What follows belongs to an exercise in optimizing a design on an open flow for a short achievable clock period and few clock cycles; a production flow would make more cautious choices. Only simulation tests tie the RTL to the original design; equivalence was not proved. Power figures rest on the tool's default switching activity, not on a simulated workload.

## v1
Design arm_mc_core, start of the top module:
module arm_mc_core
#(
   parameter int          ARCH          = 32,
   parameter logic [31:0] RESET_PC      = 32'h0,
   parameter bit          HALT_ON_UNDEF = 1'b1
) (
   input  logic        clk,
   input  logic        reset_n,
   input  logic [31:0] inst,
   input  logic        inst_valid,
   output logic [31:0] pc,
   input  logic [31:0] inM,
   input  logic        mem_ready,
   output logic [31:0] outM,
   output logic        writeM,
   output logic        readM,
   output logic [31:0] addressM,
   output logic        halted
);
Size: about 9000 cells after synthesis, roughly 1100 flip-flops, roughly 170 I/O pins.
export LEC_CHECK = 0
export CAP_MARGIN = 20
export CORE_MARGIN = 2
export CORE_UTILIZATION = 50
export SLEW_MARGIN = 20
export TNS_END_PERCENT = 25
create_clock -name core_clock -period 12.0 [get_ports {clk}]
standard.sh (not shown) runs the stock make flow with config.mk's settings and CLKGATE_MAP_FILE= SYNTH_SCRIPT=/design/flow/synth_recipe.tcl, a recipe that flattens the netlist after the stock synthesis.
==> flow/flow/run.sh <==
#!/bin/bash
set -euo pipefail
here=$(pwd)
bash standard.sh SETUP_SLACK_MARGIN=8 \
   "BUFFER_PORTS_ARGS=-buffer_cell sky130_fd_sc_hd__buf_4" \
   FASTROUTE_TCL="$here/flow/fastroute.tcl" finish \
   > standard_flow.log 2>&1
==> flow/flow/fastroute.tcl <==
# Global routing layers as the platform sets them, with more of each layer's
# capacity held back so that the global routes leave room for detailed routing.
set_global_routing_layer_adjustment met1 0.45
set_global_routing_layer_adjustment met2 0.35
set_global_routing_layer_adjustment met3-$::env(MAX_ROUTING_LAYER) 0.25

set_routing_layers -clock $::env(MIN_CLK_ROUTING_LAYER)-$::env(MAX_ROUTING_LAYER)
set_routing_layers -signal $::env(MIN_ROUTING_LAYER)-$::env(MAX_ROUTING_LAYER)
v1: it failed with a tool error in global routing (5_1_grt), so there are no final results.
Testbench counts of v1, summed over its fixed seeds: cycles 23,221.
Input-level comparison between v56 and v1:
Settings: a change of CORE_UTILIZATION from 50 to 40; a change of TNS_END_PERCENT from 25 to 10.
Results
v56 closes out successfully: all stages finished, all timing, DRC and antenna checks passed. v56 against v1: last weighted congestion value of the routability-driven placer fell about 5%; clock sink total about even; synthesized area about even; total number of placement rows rose 17; number of buffers added by the clock tree synthesis step rose 3.8%. Per the comparison of v56 with v1, number of flops mapped to enable cells by yosys neither gained nor lost much, placed instance count now larger, sequential area share after synthesis did not really move, number of nets in the synthesized netlist shows no meaningful change.
Changes in v41 relative to v56:
Settings: CORE_UTILIZATION now 45, was 40; SLEW_MARGIN now 30, was 20; CAP_MARGIN now 30, was 20.
--- outcome ---
Comparing number of buffers created by CTS for v41 and v56, the smaller number came from v41. When the final numbers for v41 and v56 were put side by side, the number of max-slew violations in the final report turned out to be greater in v41. Summary: with v56 as the reference, total detailed-routing wirelength in v41 moved down slightly. v56 vs v41, critical path class: in -> reg vs reg -> reg. | share of post-route cells with drive strength above 1 | higher: v41 |. The non-clock buffer count in v41 is 1.07 times that in v56. met1 routed wirelength after detailed routing ends up lower on v41. Although it ran to completion, v41 produced a layout that fails the final checks because of max-capacitance violations, max-slew violations. Taking v56 as the reference point, the total power of v41 falls by about 0.37%.
Here is what was changed in the inputs of v51 compared with v41.
Settings: a change of CAP_MARGIN from 30 to 20; a change of SLEW_MARGIN from 30 to 20.
Results
- Reported for v41 and v51, synthesized cell count turned out identical to the last digit.
- Status: multi-input gate area in the final layout parity (v51, v41)
- v51: stage delay of the slowest cell on the critical path is 0.59 ns higher than what v41 reported.
- The runs compared here, v41 and v51, all ended either early or with open violations.
- In v41 the implementation completed, yet the final layout does not meet the checks, the culprit being max-capacitance violations, max-slew violations.
- Power: v51 draws less than v41
- On post-layout minimum cycle time, v41 tracks v51 almost exactly.
- A capturing instance or port of the critical path of nzcv_q[2]$_DFFE_PN0P_ is what v51 shows, while pc_q[7]$_DFF_PN0_ belongs to v41.
- As far as register-to-register slack is concerned, v41 and v51 perform about the same.

-- separate check: timing with driven ports --
How much do the figures lean on ideal ports? The routed layouts below were timed once more, with nothing changed but the port constraints.
Step 1 assumes that a clkbuf_16 drives the clock port and a buf_2 every other input.
Step 2 adds t to the input delays and takes it off the output delays; t is the mean of the earliest and latest rising clock arrival at the registers after step 1. Input paths then give back, and output paths get back, about the clock's delay inside the block.
a / b / c = ideal / step 1 / step 2; a / b = the first two.
run	shift t [ns]	setup WS [ns]	hold WS [ns]	slew at the worst register clock pin (ns)	pins driven straight from the clock port
v56	0.936	7.342 / 7.357 / 6.430	0.475 / 0.475 / 0.475	0.07 / 0.07	1
v41	0.934	7.292 / 7.292 / 6.564	0.475 / 0.475 / 0.475	0.07 / 0.07	1
v51	0.910	7.292 / 7.292 / 6.577	0.473 / 0.473 / 0.473	0.07 / 0.07	1
For v56, which loses most, drivers alone change the setup slack by +0.015 ns; drivers and shift together by -0.912 ns.
